Source: an optimization exercise on an open RTL-to-GDS flow (aim: a short achievable clock period and few clock cycles per item). Production flows keep margins and buffers that such runs may drop. In this exercise RTL edits were held to simulation tests only and were not proved equivalent to the original. The flow treats the clock pin as an ideal source, which a real chip does not have. Power is estimated from default activity; no workload was simulated.

==> wip/ember <==
// yWriteBack
module yWriteBack
(
   input logic clock,
   input logic reset,
   input logic dpDone,
   input logic cpDone,
   input yRowPkg::rowAddr diagAddr,
   input yRowPkg::rowAddr nonDiagAddr,
   input yRowPkg::slotOneHot diagSlot,
   input yRowPkg::slotOneHot nonDiagSlot,
   input yRowPkg::yEntry computedDiag,
   input yRowPkg::yEntry changeData,
   input yRowPkg::rowData readData1,
   input yRowPkg::rowData readData2,
   output yRowPkg::rowAddr readAddr1,
   output yRowPkg::rowAddr readAddr2,
   output yRowPkg::rowAddr writeAddr,
   output yRowPkg::rowData writeData,
   output logic writeEnable,
   output logic writeDone
);
make LEC_CHECK=0 ABC_CLOCK_PERIOD_IN_PS=2000 CAP_MARGIN=20 CORE_AREA='10 10 340 340' DIE_AREA='0 0 350 350' SETUP_SLACK_MARGIN=3.0 SLEW_MARGIN=20 finish   # period 5.0 ns
run.sh (not shown) runs the stock make flow with config.mk's settings and CLKGATE_MAP_FILE= SYNTH_SCRIPT=/design/flow/synth_recipe.tcl, a recipe that flattens the netlist after the stock synthesis.
==> inputs of wip/garnet, as changes to wip/ember <==
--- a/flow/design.v
+++ b/flow/design.v
@@ -41,60 +41,46 @@
    logic accept;      
    logic fresh1;      
    logic fresh2;      
    yRowPkg::rowAddr aAddr, bAddr;
    yRowPkg::slotOneHot ds1, ns1;
    yRowPkg::yEntry dv1, cv1;
    logic legal1;
    logic eqAB;
-   logic [4-1:0] aKeepLo, aSelDv1, aSelCv1;
-   logic aKeepHi;
    yRowPkg::rowAddr cAddr, dAddr;
    yRowPkg::slotOneHot ds2, ns2;
    yRowPkg::yEntry dv2, cv2;
    logic legal2;
    logic eqCA, eqDA, eqCB, eqDB, eqDC;
    yRowPkg::rowData row1, row2;
    logic pendA, pendB, pendC, pendD;
    logic nHitA, nHitB, nHitC, nHitD, nKill;
    logic isAIn, isBIn, isCIn, isDIn;
    logic isAReg, isBReg, isCReg, isDReg;
    logic nSrcRow1, nSrcRow2, nSrcRd1, nSrcRd2;
    yRowPkg::rowAddr nAddr;
    logic nLast;
    logic inEqCA, inEqDA, inEqCB, inEqDB, inEqDC;
    logic inLegal2;
    logic hasA, hasB, hasC, hasD;
-   yRowPkg::rowData aRaw, aSet1;
+   logic inLegal1;
    logic firstA, firstB, firstC, firstD;
    logic firstLast;
    logic curB, curA, curC;
    logic restA, restC, restD;
    logic folA, folC, folD;
    logic folLast;
    yRowPkg::rowData nRaw;
    yRowPkg::rowData nextRow;
    assign readAddr1 = diagAddr;
    assign readAddr2 = nonDiagAddr;
    assign idle = !busy;
    assign load1 = idle && dpDone && !cpDone;
    assign accept = idle && dpDone && cpDone;
-   assign aRaw = fresh1 ? readData1 : row1;
-   always_comb
-   begin
-      for (int s = 0; s < 4; s++)
-      begin
-         for (int b = 0; b < 48; b++)
-            aSet1[s * 64 + b] = (aKeepLo[s] && aRaw[s * 64 + b])
-               || (aSelDv1[s] && dv1[b]) || (aSelCv1[s] && cv1[b]);
-         for (int b = 48; b < 64; b++)
-            aSet1[s * 64 + b] = aKeepHi && aRaw[s * 64 + b];
-      end
-   end
    assign inEqCA = (diagAddr == aAddr);
    assign inEqDA = (nonDiagAddr == aAddr);
    assign inEqCB = (diagAddr == bAddr);
    assign inEqDB = (nonDiagAddr == bAddr);
    assign inEqDC = (nonDiagAddr == diagAddr);
    assign inLegal2 = oneHot(diagSlot) && oneHot(nonDiagSlot)
       && !(inEqDC && (diagSlot == nonDiagSlot));
    assign hasB = !eqAB;
@@ -208,22 +194,43 @@
       else if (load1)
       begin
          aAddr <= diagAddr;
          bAddr <= nonDiagAddr;
       end
    end
    always_ff @(posedge clock)
    begin
-      writeData <= busy ? nextRow : aSet1;
-      writeAddr <= busy ? nAddr : aAddr;
-   end
-   always_ff @(posedge clock)
-   begin
-      if (accept)
+      writeData <= nextRow;
+      writeAddr <= nAddr;
+   end
+   assign inLegal1 = oneHot(diagSlot) && oneHot(nonDiagSlot)
+      && !((diagAddr == nonDiagAddr) && (diagSlot == nonDiagSlot));
+   always_ff @(posedge clock)
+   begin
+      if (load1)
+      begin
+         nHitA <= inLegal1;
+         nHitB <= inLegal1 && (diagAddr == nonDiagAddr);
+         nHitC <= 1'b0;
+         nHitD <= 1'b0;
+         nKill <= !inLegal1;
+         nSrcRow1 <= 1'b0;
+         nSrcRow2 <= 1'b0;
+         nSrcRd1 <= 1'b1;
+         nSrcRd2 <= 1'b0;
+         nAddr <= diagAddr;
+         nLast <= 1'b0;
+      end
+      else if (idle && !accept)
+      begin
+         nSrcRow1 <= 1'b1;
+         nSrcRd1 <= 1'b0;
+      end
+      else if (accept)
       begin
          nHitA <= legal1 && isAIn;
          nHitB <= legal1 && isBIn;
          nHitC <= inLegal2 && isCIn;
          nHitD <= inLegal2 && isDIn;
          nKill <= ((isAIn || isBIn) && !legal1) || ((isCIn || isDIn) && !inLegal2);
          nSrcRow1 <= 1'b0;
          nSrcRow2 <= firstB;
@@ -251,33 +258,17 @@
    begin
       if (load1)
       begin
          ds1 <= diagSlot;
          ns1 <= nonDiagSlot;
          dv1 <= computedDiag;
          cv1 <= changeData;
          eqAB <= (diagAddr == nonDiagAddr);
-         legal1 <= oneHot(diagSlot) && oneHot(nonDiagSlot)
-            && !((diagAddr == nonDiagAddr) && (diagSlot == nonDiagSlot));
-         aKeepHi <= oneHot(diagSlot) && oneHot(nonDiagSlot)
-            && !((diagAddr == nonDiagAddr) && (diagSlot == nonDiagSlot));
-         for (int s = 0; s < 4; s++)
-         begin
-            aSelDv1[s] <= diagSlot[s];
-            aSelCv1[s] <= (diagAddr == nonDiagAddr) && nonDiagSlot[s];
-            aKeepLo[s] <= !diagSlot[s] && !((diagAddr == nonDiagAddr) && nonDiagSlot[s]);
-         end
-         if (!(oneHot(diagSlot) && oneHot(nonDiagSlot)
-            && !((diagAddr == nonDiagAddr) && (diagSlot == nonDiagSlot))))
-         begin
-            aSelDv1 <= '0;
-            aSelCv1 <= '0;
-            aKeepLo <= '0;
-         end
+         legal1 <= inLegal1;
       end
       if (accept)
       begin
          cAddr <= diagAddr;
          dAddr <= nonDiagAddr;
          ds2 <= diagSlot;
          ns2 <= nonDiagSlot;
          dv2 <= computedDiag;
==> flow/config.mk (replaced) <==
export PLATFORM = sky130hd
export DESIGN_NAME = yWriteBack
export DESIGN_NICKNAME = yWriteBack
export VERILOG_FILES = /design/flow/design.v
export SDC_FILE = /design/flow/constraint.sdc
export NUM_CORES = 4
export LEC_CHECK = 0
export ABC_CLOCK_PERIOD_IN_PS = 2000
export CAP_MARGIN = 20
export CORE_AREA = 10 10 390 390
export DIE_AREA = 0 0 400 400
export SETUP_SLACK_MARGIN = 3.0
export SLEW_MARGIN = 20
==> qor summary <==
quantity                                                                 wip/ember          wip/garnet
Seq group                                                                  10.6 mW             10.7 mW
CTS Buf Count                                                                  117                 114
Starting Density                                                             48.3%               30.6%
Number of sequential storage elements                                        1,079               1,067
Largest net degree at the start of global routing                               98                  95
Sum of routed wire segments on met1                                104,000 microns      86,800 microns
Proportion of layout cells with a drive suffix above 1                       34.7%               25.5%
Number of antenna violations at the first check in global routing              126                 102
Average size of a mapped cell                                           11.8 sq um          11.8 sq um
Placed Area                                                           0.0627 sq mm        0.0553 sq mm
Row count                                                                      121                 139
HP Start                                                               diagAddr[0]  nAddr[4]$_DFFE_PP_
Path length in cells of the critical path                                       11                   1
Fraction of power spent switching nets                                       27.3%               28.1%
Vias in the first global route                                              47,800              37,700
Met3 capacity usage during global routing                                    20.2%               8.79%
Run status                                                          finished clean      finished clean
Worst IR drop on VDD                                                        282 uV              314 uV
Clock latency on the worst-skew pair                                        770 ps              760 ps
Sw Pwr                                                                     6.53 mW             6.85 mW
Non-filler cells, final                                                      7,119               6,818
Testbench counts of wip/ember, summed over its fixed seeds: cycles 93,160, pairs 24,000.
Testbench counts of wip/garnet, summed over its fixed seeds: cycles 93,160, pairs 24,000.

---

==> run a <==
Starting RTL as in the previous note.
==> flow/config.mk <==
export PLATFORM = sky130hd
export DESIGN_NAME = yWriteBack
export DESIGN_NICKNAME = yWriteBack
export VERILOG_FILES = /design/flow/design.v
export SDC_FILE = /design/flow/constraint.sdc
export NUM_CORES = 4
export LEC_CHECK = 0
export ABC_CLOCK_PERIOD_IN_PS = 2000
export CAP_MARGIN = 20
export CORE_AREA = 10 10 390 390
export DIE_AREA = 0 0 400 400
export SETUP_SLACK_MARGIN = 3.0
export SLEW_MARGIN = 20
==> flow/constraint.sdc <==
create_clock -name core_clock -period 5.0 [get_ports {clock}]
set_input_delay 1.0000 -clock core_clock [delete_from_list [all_inputs] [get_ports {clock}]]
set_output_delay 1.0000 -clock core_clock [all_outputs]
set_load 0.01 [all_outputs]
==> inputs of run b, as changes to run a <==
--- a/flow/design.v
+++ b/flow/design.v
@@ -32,12 +32,59 @@
    output logic writeEnable,
    output logic writeDone
 );
    function automatic logic oneHot(input yRowPkg::slotOneHot code);
       oneHot = (code == 4'b0001) || (code == 4'b0010) || (code == 4'b0100) || (code == 4'b1000);
    endfunction
+   typedef struct packed
+   {
+      logic keepHi;
+      logic [4-1:0] keepLo;
+      logic [4-1:0] selDv1;
+      logic [4-1:0] selCv1;
+      logic [4-1:0] selDv2;
+      logic [4-1:0] selCv2;
+   } rowCtl;
+   function automatic rowCtl ctlFor
+   (
+      input logic itemA,
+      input logic itemB,
+      input logic itemC,
+      input logic eqAB,
+      input logic eqCA,
+      input logic eqDA,
+      input logic eqCB,
+      input logic eqDB,
+      input logic eqDC,
+      input logic legal1,
+      input yRowPkg::slotOneHot ds1,
+      input yRowPkg::slotOneHot ns1,
+      input logic legal2,
+      input yRowPkg::slotOneHot ds2,
+      input yRowPkg::slotOneHot ns2
+   );
+      rowCtl ctl;
+      logic isA, isB, isC, isD, kill;
+      isA = itemA;
+      isB = itemA ? eqAB : itemB;
+      isC = itemA ? eqCA : (itemB ? eqCB : itemC);
+      isD = itemA ? eqDA : (itemB ? eqDB : (itemC ? eqDC : 1'b1));
+      kill = ((isA || isB) && !legal1) || ((isC || isD) && !legal2);
+      ctl.keepHi = !kill;
+      for (int s = 0; s < 4; s++)
+      begin
+         ctl.selDv2[s] = legal2 && isC && ds2[s];
+         ctl.selCv2[s] = legal2 && isD && ns2[s] && !ctl.selDv2[s];
+         ctl.selDv1[s] = legal1 && isA && ds1[s] && !kill && !ctl.selDv2[s] && !ctl.selCv2[s];
+         ctl.selCv1[s] = legal1 && isB && ns1[s] && !kill && !ctl.selDv2[s] && !ctl.selCv2[s]
+            && !ctl.selDv1[s];
+         ctl.keepLo[s] = !kill && !ctl.selDv2[s] && !ctl.selCv2[s] && !ctl.selDv1[s]
+            && !ctl.selCv1[s];
+      end
+      ctlFor = ctl;
+   endfunction
    logic busy;        
    logic idle;
    logic load1;       
    logic accept;      
    logic fresh1;      
    logic fresh2;      
@@ -52,28 +99,28 @@
    yRowPkg::slotOneHot ds2, ns2;
    yRowPkg::yEntry dv2, cv2;
    logic legal2;
    logic eqCA, eqDA, eqCB, eqDB, eqDC;
    yRowPkg::rowData row1, row2;
    logic pendA, pendB, pendC, pendD;
-   logic nHitA, nHitB, nHitC, nHitD, nKill;
-   logic isAIn, isBIn, isCIn, isDIn;
-   logic isAReg, isBReg, isCReg, isDReg;
+   rowCtl nCtl;
    logic nSrcRow1, nSrcRow2, nSrcRd1, nSrcRd2;
    yRowPkg::rowAddr nAddr;
    logic nLast;
    logic inEqCA, inEqDA, inEqCB, inEqDB, inEqDC;
    logic inLegal2;
    logic hasA, hasB, hasC, hasD;
    yRowPkg::rowData aRaw, aSet1;
    logic firstA, firstB, firstC, firstD;
    logic firstLast;
+   rowCtl ctlIn;
    logic curB, curA, curC;
    logic restA, restC, restD;
    logic folA, folC, folD;
    logic folLast;
+   rowCtl ctlReg;
    yRowPkg::rowData nRaw;
    yRowPkg::rowData nextRow;
    assign readAddr1 = diagAddr;
    assign readAddr2 = nonDiagAddr;
    assign idle = !busy;
    assign load1 = idle && dpDone && !cpDone;
@@ -103,54 +150,39 @@
    assign hasD = !inEqDA && !inEqDB && !inEqDC;
    assign firstB = hasB;
    assign firstA = !hasB && hasA;
    assign firstC = !hasB && !hasA && hasC;
    assign firstD = !hasB && !hasA && !hasC;
    assign firstLast = hasB ? !(hasA || hasC || hasD) : (hasA ? !(hasC || hasD) : !hasD);
+   assign ctlIn = ctlFor(firstA, firstB, firstC, eqAB, inEqCA, inEqDA, inEqCB, inEqDB, inEqDC,
+      legal1, ds1, ns1, inLegal2, diagSlot, nonDiagSlot);
    assign curB = pendB;
    assign curA = !pendB && pendA;
    assign curC = !pendB && !pendA && pendC;
    assign restA = pendA && curB;
    assign restC = pendC && (curB || curA);
    assign restD = pendD && (curB || curA || curC);
    assign folA = restA;
    assign folC = !restA && restC;
    assign folD = !restA && !restC && restD;
    assign folLast = restA ? !(restC || restD) : !(restC && restD);
-   assign isAIn = firstA;
-   assign isBIn = firstA ? eqAB : firstB;
-   assign isCIn = firstA ? inEqCA : (firstB ? inEqCB : firstC);
-   assign isDIn = firstA ? inEqDA : (firstB ? inEqDB : (firstC ? inEqDC : 1'b1));
-   assign isAReg = folA;
-   assign isBReg = folA && eqAB;
-   assign isCReg = folA ? eqCA : folC;
-   assign isDReg = folA ? eqDA : (folC ? eqDC : 1'b1);
+   assign ctlReg = ctlFor(folA, 1'b0, folC, eqAB, eqCA, eqDA, eqCB, eqDB, eqDC,
+      legal1, ds1, ns1, legal2, ds2, ns2);
    always_comb
    begin
       for (int i = 0; i < 256; i++)
          nRaw[i] = (nSrcRow1 && row1[i]) || (nSrcRow2 && row2[i]) || (nSrcRd1 && readData1[i])
             || (nSrcRd2 && readData2[i]);
       for (int s = 0; s < 4; s++)
       begin
          for (int b = 0; b < 48; b++)
-         begin
-            if (nHitC && ds2[s])
-               nextRow[s * 64 + b] = dv2[b];
-            else if (nHitD && ns2[s])
-               nextRow[s * 64 + b] = cv2[b];
-            else if (nKill)
-               nextRow[s * 64 + b] = 1'b0;
-            else if (nHitA && ds1[s])
-               nextRow[s * 64 + b] = dv1[b];
-            else if (nHitB && ns1[s])
-               nextRow[s * 64 + b] = cv1[b];
-            else
-               nextRow[s * 64 + b] = nRaw[s * 64 + b];
-         end
+            nextRow[s * 64 + b] = (nCtl.keepLo[s] && nRaw[s * 64 + b])
+               || (nCtl.selDv1[s] && dv1[b]) || (nCtl.selCv1[s] && cv1[b])
+               || (nCtl.selDv2[s] && dv2[b]) || (nCtl.selCv2[s] && cv2[b]);
          for (int b = 48; b < 64; b++)
-            nextRow[s * 64 + b] = !nKill && nRaw[s * 64 + b];
+            nextRow[s * 64 + b] = nCtl.keepHi && nRaw[s * 64 + b];
       end
    end
    always_ff @(posedge clock)
    begin
       if (!reset)
       begin
@@ -217,31 +249,23 @@
       writeAddr <= busy ? nAddr : aAddr;
    end
    always_ff @(posedge clock)
    begin
       if (accept)
       begin
-         nHitA <= legal1 && isAIn;
-         nHitB <= legal1 && isBIn;
-         nHitC <= inLegal2 && isCIn;
-         nHitD <= inLegal2 && isDIn;
-         nKill <= ((isAIn || isBIn) && !legal1) || ((isCIn || isDIn) && !inLegal2);
+         nCtl <= ctlIn;
          nSrcRow1 <= 1'b0;
          nSrcRow2 <= firstB;
          nSrcRd1 <= (firstA && inEqCA) || firstC;
          nSrcRd2 <= (firstA && !inEqCA) || firstD;
          nAddr <= firstB ? bAddr : ((firstA ? aAddr : (firstC ? diagAddr : nonDiagAddr)));
          nLast <= firstLast;
       end
       else
       begin
-         nHitA <= legal1 && isAReg;
-         nHitB <= legal1 && isBReg;
-         nHitC <= legal2 && isCReg;
-         nHitD <= legal2 && isDReg;
-         nKill <= ((isAReg || isBReg) && !legal1) || ((isCReg || isDReg) && !legal2);
+         nCtl <= ctlReg;
          nSrcRow1 <= (folA && eqCA) || folC;
          nSrcRow2 <= (folA && !eqCA) || folD;
          nSrcRd1 <= 1'b0;
          nSrcRd2 <= 1'b0;
          nAddr <= folA ? aAddr : (folC ? cAddr : dAddr);
          nLast <= folLast;
==> inputs of run c, as changes to run a <==
==> flow/flow/run.sh (new file) <==
#!/bin/bash
# Own layout flow: the standard ORFS flow, unchanged synthesis, with one
# extra step at the end of CTS (flow/post_cts.tcl) that tightens the paths
# through the ports, and flow/pre_final.tcl that clears its don't-touch marks
# before the final report. Each tool's output goes to a log file in this
# folder.
set -euo pipefail
WORK=$(pwd)
bash standard.sh synth > "$WORK/synth.log" 2>&1
export POST_CTS_TCL="$WORK/flow/post_cts.tcl"
export PRE_FINAL_REPORT_TCL="$WORK/flow/pre_final.tcl"
bash standard.sh > "$WORK/layout.log" 2>&1
==> flow/flow/post_cts.tcl (new file) <==
# Run by ORFS at the end of CTS (POST_CTS_TCL): tighten the paths through
# the ports, then legalize the placement again.
# - each output port is driven by a plain buf_4 (no delay cell, no weak buffer)
# - a flip-flop that drives an output buffer gets the strongest drive
# - each readAddr output buffer hangs straight off its address input buffer,
#   and the input buffer's other loads move behind a buffer of their own
# The nets and buffers of these paths are marked don't-touch so that the
# later repair steps leave them as they are; flow/pre_final.tcl clears the
# marks before the final power connection.
set ::block [ord::get_db_block]

# the buffer on a port: the instance its net connects to
proc port_inst { name } {
  set bterm [$::block findBTerm $name]
  if { $bterm == "NULL" } { return "NULL" }
  set net [$bterm getNet]
  foreach it [$net getITerms] {
    return [$it getInst]
  }
  return "NULL"
}

proc inst_pin { inst pin } {
  return [$inst findITerm $pin]
}

set n_out 0
set n_ff 0
foreach bterm [$::block getBTerms] {
  if { [$bterm getIoType] != "OUTPUT" } { continue }
  set buf [port_inst [$bterm getName]]
  if { $buf == "NULL" } { continue }
  set ref [[$buf getMaster] getName]
  if { ![string match "sky130_fd_sc_hd__*buf*" $ref] } { continue }
  if { $ref != "sky130_fd_sc_hd__buf_4" && $ref != "sky130_fd_sc_hd__buf_6" && $ref != "sky130_fd_sc_hd__buf_8" } {
    replace_cell [$buf getName] sky130_fd_sc_hd__buf_4
    incr n_out
  }
  set in_net [[inst_pin $buf A] getNet]
  foreach it [$in_net getITerms] {
    if { ![$it isOutputSignal] } { continue }
    set d [$it getInst]
    if { [regexp {^sky130_fd_sc_hd__dfxtp_[12]$} [[$d getMaster] getName]] } {
      replace_cell [$d getName] sky130_fd_sc_hd__dfxtp_4
      incr n_ff
    }
    if { [string match "sky130_fd_sc_hd__dfxtp_*" [[$d getMaster] getName]] } {
      set_dont_touch [get_nets [$in_net getName]]
      set_dont_touch [get_cells [$buf getName]]
    }
  }
}
puts "post_cts: $n_out output buffers and $n_ff flip-flops resized"

set n_ft 0
foreach {src dst} {diagAddr readAddr1 nonDiagAddr readAddr2} {
  for {set i 0} {$i < 11} {incr i} {
    set ib [port_inst "$src\[$i\]"]
    set ob [port_inst "$dst\[$i\]"]
    if { $ib == "NULL" || $ob == "NULL" } { continue }
    set ib_net [[inst_pin $ib X] getNet]
    set ob_a [inst_pin $ob A]
    set ob_net [$ob_a getNet]
    if { [$ob_net getName] != [$ib_net getName] } {
      disconnect_pin [$ob_net getName] [$ob getName]/A
      connect_pin [$ib_net getName] [$ob getName]/A
    }
    set others {}
    foreach it [$ib_net getITerms] {
      if { [$it isInputSignal] && [[$it getInst] getName] != [$ob getName] } {
        lappend others [get_pins [[$it getInst] getName]/[[$it getMTerm] getName]]
      }
    }
    if { [llength $others] > 0 } {
      insert_buffer -buffer_cell sky130_fd_sc_hd__buf_4 -net [get_nets [$ib_net getName]] -load_pins $others
    }
    replace_cell [$ib getName] sky130_fd_sc_hd__buf_8
    set_dont_touch [get_nets [$ib_net getName]]
    set_dont_touch [get_cells [$ib getName]]
    set_dont_touch [get_cells [$ob getName]]
    incr n_ft
  }
}
puts "post_cts: $n_ft feedthroughs rewired"

# the new and resized cells onto the power nets
global_connect
estimate_parasitics -placement
detailed_placement
check_placement -verbose
estimate_parasitics -placement
report_worst_slack -max
==> flow/flow/pre_final.tcl (new file) <==
# Run by ORFS before the final report (PRE_FINAL_REPORT_TCL): clear the
# don't-touch marks that flow/post_cts.tcl set, so that the final
# global_connect puts every cell on the power nets.
foreach inst [[ord::get_db_block] getInsts] {
  if { [$inst isDoNotTouch] } { $inst setDoNotTouch 0 }
}
foreach net [[ord::get_db_block] getNets] {
  if { [$net isDoNotTouch] } { $net setDoNotTouch 0 }
}
global_connect
==> flow/standard.sh (new file) <==
#!/bin/bash
# synth_recipe.tcl (not shown) runs the flow's synth.tcl, then flattens the netlist and writes it again
# the make line also repeats each setting of config.mk as NAME=value (left out here)
make -C /OpenROAD-flow-scripts/flow DESIGN_CONFIG=/design/flow/config.mk WORK_HOME=/design/flow/orfs CLKGATE_MAP_FILE= SYNTH_SCRIPT=/design/flow/synth_recipe.tcl "${@:-finish}"
==> flow/config.mk (replaced) <==
export PLATFORM = sky130hd
export DESIGN_NAME = yWriteBack
export DESIGN_NICKNAME = yWriteBack
export VERILOG_FILES = /design/flow/design.v
export SDC_FILE = /design/flow/constraint.sdc
export NUM_CORES = 4
export LEC_CHECK = 0
export ABC_CLOCK_PERIOD_IN_PS = 2000
export CAP_MARGIN = 20
export CORE_AREA = 10 10 340 340
export DIE_AREA = 0 0 350 350
export SETUP_SLACK_MARGIN = 3.0
export SLEW_MARGIN = 20
removed: flow/run.sh
==> run summary <==
metric                                                                                            run a                    run b                      run c
Result of the run                                                               complete, no violations  complete, no violations    complete, no violations
Critical path required time                                                                     4.00 ns                  4.00 ns                    5.62 ns
Stages on the worst setup path                                                                        1                        3                          9
Nature of the critical path endpoint                                                         output pin               output pin                   register
Sequential standard cell area                                                                 29600 um2                30000 um2                  30300 um2
Number of global-route vias before repair                                                         48100                    44600                      48200
Taps Inserted                                                                                      1903                     1903                       1414
Post-synthesis cell area                                                                      52400 um2                50700 um2                  52400 um2
Placed wire-length estimate after detailed placement                                          172000 um                160000 um                  166000 um
Slack of the worst reg-to-reg path                                                              2.80 ns                  2.78 ns                    2.65 ns
Detailed Routing Iterations Pass 1                                                                    9                       14                         13
Data arrival time of the worst path                                                             1.31 ns                  1.32 ns                    2.97 ns
Critical-path top delay cell                                                   sky130_fd_sc_hd__dfxtp_4   sky130_fd_sc_hd__buf_6  sky130_fd_sc_hd__a221oi_2
Basic-gate share of the synthesized area counting and, or, nand and nor cells                     7.12%                    8.19%                      7.12%
Global routing met3 resource utilization                                                          16.2%                    10.6%                      20.1%
Number of buffers other than clock buffers in the final layout                                     1433                     1150                          -
R2R Path End                                                                             writeData[207]                 nCtl[19]             writeData[208]
Complex-gate fraction of the synthesized area                                                     25.5%                    21.8%                      25.5%
Testbench counts of run a, summed over its fixed seeds: cycles 93,160, pairs 24,000.
Testbench counts of run b, summed over its fixed seeds: cycles 93,160, pairs 24,000.
Testbench counts of run c, summed over its fixed seeds: cycles 93,160, pairs 24,000.

what the ideal ports hide:
Ports are ideal in the flow. The routed layouts listed here were re-timed in OpenROAD.
Step 1 (the two cells are an assumption about what drives the block):
set clk [get_ports {clock}]
set_driving_cell -lib_cell sky130_fd_sc_hd__clkbuf_16 $clk
set_driving_cell -lib_cell sky130_fd_sc_hd__buf_2 [delete_from_list [all_inputs] $clk]
Step 2 times the ports against the registers' clock, not the clock port: input delays grow and output delays shrink by t, the midpoint of the rising clock arrivals with the driver on.
a / b / c = ideal ports / drivers / drivers and shift; a / b = the first two.
| run | t, ns | setup WS [ns] | hold WS [ns] | worst setup path at the end | pins driven straight from the clock port |
|---|---|---|---|---|---|
| wip/ember | 0.829 | 2.532 / 2.532 / 1.723 | 0.439 / 0.422 / 0.463 | input to register | 1 |
| wip/garnet | 0.816 | 2.730 / 2.653 / 1.983 | 0.371 / 0.371 / 0.371 | input to register | 1 |
| run a | 0.862 | 2.687 / 2.599 / 2.099 | 0.484 / 0.484 / 0.484 | input to register | 1 |
| run b | 0.857 | 2.678 / 2.630 / 1.856 | 0.433 / 0.422 / 0.477 | input to register | 1 |
| run c | 0.836 | 2.651 / 2.584 / 2.014 | 0.462 / 0.462 / 0.462 | input to register | 1 |
After both steps setup and hold are still met in every run listed. For run b, which loses most, drivers alone change the setup slack by -0.048 ns; drivers and shift together by -0.822 ns.
